Background: an optimization exercise with open tools, aiming at small area. Do not read the settings as production practice.
Only simulation tests tie the RTL to the original design; equivalence was not proved.

Design clock_face_top, start of the top module:
module clock_face_top (
  input  logic        vgaclk,
  input  logic        rst_n,
  input  logic [16:0] now,      
  output logic        hsync,
  output logic        vsync,
  output logic        sync_b,
  output logic [23:0] rgb       
);
==> flow/config.mk <==
export PLATFORM = sky130hd
export DESIGN_NAME = clock_face_top
export DESIGN_NICKNAME = clock_face_top
export VERILOG_FILES = /design/flow/design.v
export SDC_FILE = /design/flow/constraint.sdc
export NUM_CORES = 4
export LEC_CHECK = 0
export ABC_AREA = 1
export CAP_MARGIN = 0
export CORE_MARGIN = 2
export CORE_UTILIZATION = 62
export CTS_BUF_LIST = sky130_fd_sc_hd__clkbuf_4 sky130_fd_sc_hd__clkbuf_8
export CTS_CLUSTER_DIAMETER = 60
export CTS_CLUSTER_SIZE = 20
export GPL_TIMING_DRIVEN = 0
export SLEW_MARGIN = 0
==> flow/constraint.sdc <==
create_clock -name core_clock -period 39.7 [get_ports {vgaclk}]
set_input_delay 7.9400 -clock core_clock [delete_from_list [all_inputs] [get_ports {vgaclk}]]
set_output_delay 7.9400 -clock core_clock [all_outputs]
set_load 0.01 [all_outputs]
standard.sh (not shown) runs the stock make flow with config.mk's settings and CLKGATE_MAP_FILE= SYNTH_SCRIPT=/design/flow/synth_recipe.tcl, a recipe that flattens the netlist after the stock synthesis.
==> flow/flow/run.sh <==
#!/bin/bash
# Own flow: the standard layout (standard.sh) with these changes:
#  - synthesis maps the logic with ABC alone: no Yosys full/half adder
#    extraction (ADDER_MAP_FILE empty) and an area-oriented ABC script
#    (flow/abc_area.script); register inference, names and cell types are
#    those of the standard synthesis
#  - the port buffers are the smallest buffer (buf_1)
#  - clock tree synthesis without dummy loads
set -euo pipefail
W=$PWD
rm -rf "$W/scripts_own"
mkdir -p "$W/scripts_own"
cp -r "$FLOW_HOME/scripts/." "$W/scripts_own/"
cp "$W/flow/abc_area.script" "$W/scripts_own/abc_area.script"
cp "$W/flow/abc_area.script" "$W/scripts_own/abc_speed.script"
# standard.sh's make line, run for the synthesis step with the two changes
MK=$(grep '^make ' "$W/standard.sh" | sed 's/"\${@:-finish}"//')
eval "$MK ADDER_MAP_FILE= SCRIPTS_DIR=$W/scripts_own synth" > "$W/synth_own.log" 2>&1
# everything after synthesis as standard, but for the port buffer cell and
# the clock tree options
export BUFFER_PORTS_ARGS="-buffer_cell sky130_fd_sc_hd__buf_1"
export CTS_ARGS="-sink_clustering_enable -repair_clock_nets -sink_clustering_size 20 -sink_clustering_max_diameter 60 -buf_list sky130_fd_sc_hd__clkbuf_8 -dont_use_dummy_load"
bash "$W/standard.sh" finish > "$W/layout_std.log" 2>&1
==> flow/flow/abc_area.script <==
&get -n
&st
&dch -f
&nf -R 1000
&put
mfs2
&get -n
&st
&dch -f
&nf -R 1000
&put
topo
Next try:
--- a/flow/flow/run.sh
+++ b/flow/flow/run.sh
@@ -8,2 +8,3 @@
 #  - clock tree synthesis without dummy loads
+#  - synthesis' pass-through buffers removed before placement (flow/pre_gpl.tcl)
 set -euo pipefail
@@ -20,4 +21,5 @@
 # the clock tree options
+export PRE_GLOBAL_PLACE_TCL="$W/flow/pre_gpl.tcl"
 export BUFFER_PORTS_ARGS="-buffer_cell sky130_fd_sc_hd__buf_1"
-export CTS_ARGS="-sink_clustering_enable -repair_clock_nets -sink_clustering_size 20 -sink_clustering_max_diameter 60 -buf_list sky130_fd_sc_hd__clkbuf_8 -dont_use_dummy_load"
+export CTS_ARGS="-sink_clustering_enable -repair_clock_nets -sink_clustering_size 20 -sink_clustering_max_diameter 60 -root_buf sky130_fd_sc_hd__clkbuf_8 -buf_list sky130_fd_sc_hd__clkbuf_4 -dont_use_dummy_load"
 bash "$W/standard.sh" finish > "$W/layout_std.log" 2>&1
==> flow/flow/abc_area.script (replaced) <==
&get -n
&st
&deepsyn -T 60
&dch -f
&nf -R 1000
&put
mfs2
&get -n
&st
&dch -f
&nf -R 1000
&put
topo
==> flow/flow/pre_gpl.tcl (new file) <==
# before global placement: drop the buffers synthesis put on pass-through
# nets (the port buffers inserted next replace them), as the standard flow
# does when its placement is timing driven
remove_buffers
What happened: The changed run finished with timing, DRC and antenna clean. Final area falls by 5.7%. Critical path depth rises by 1. Setup slack gains 280 ps. Via count falls by 2.5%. Area after synthesis falls by about 1.7%. Wire length falls by about 5.4%. Global-route usage falls by 0.82 points. Synthesized cell count rises by about 0.44%.

-- port drivers added, routing unchanged --
How much do the figures lean on ideal ports? The routed layouts below were timed once more, with nothing changed but the port constraints.
Step 1: set_driving_cell puts a clkbuf_16 on vgaclk and a buf_2 on each other input, an assumption about the parent block.
Step 2 also shifts input and output timing later by t, the mid clock arrival at the registers, as if the neighbouring blocks saw the same clock.
Slacks: ideal ports / drivers / drivers and shift; pairs: ideal ports / drivers.
| run | t, ns | setup WS [ns] | worst setup path at the end | latest minus earliest clock arrival (ns) |
|---|---|---|---|---|
| the first run | 0.457 | 24.838 / 24.800 / 25.257 | register to output | 0.018 / 0.018 |
| the second run | 0.442 | 25.118 / 25.079 / 25.521 | register to output | 0.046 / 0.046 |
After both steps every run listed still meets setup and hold.
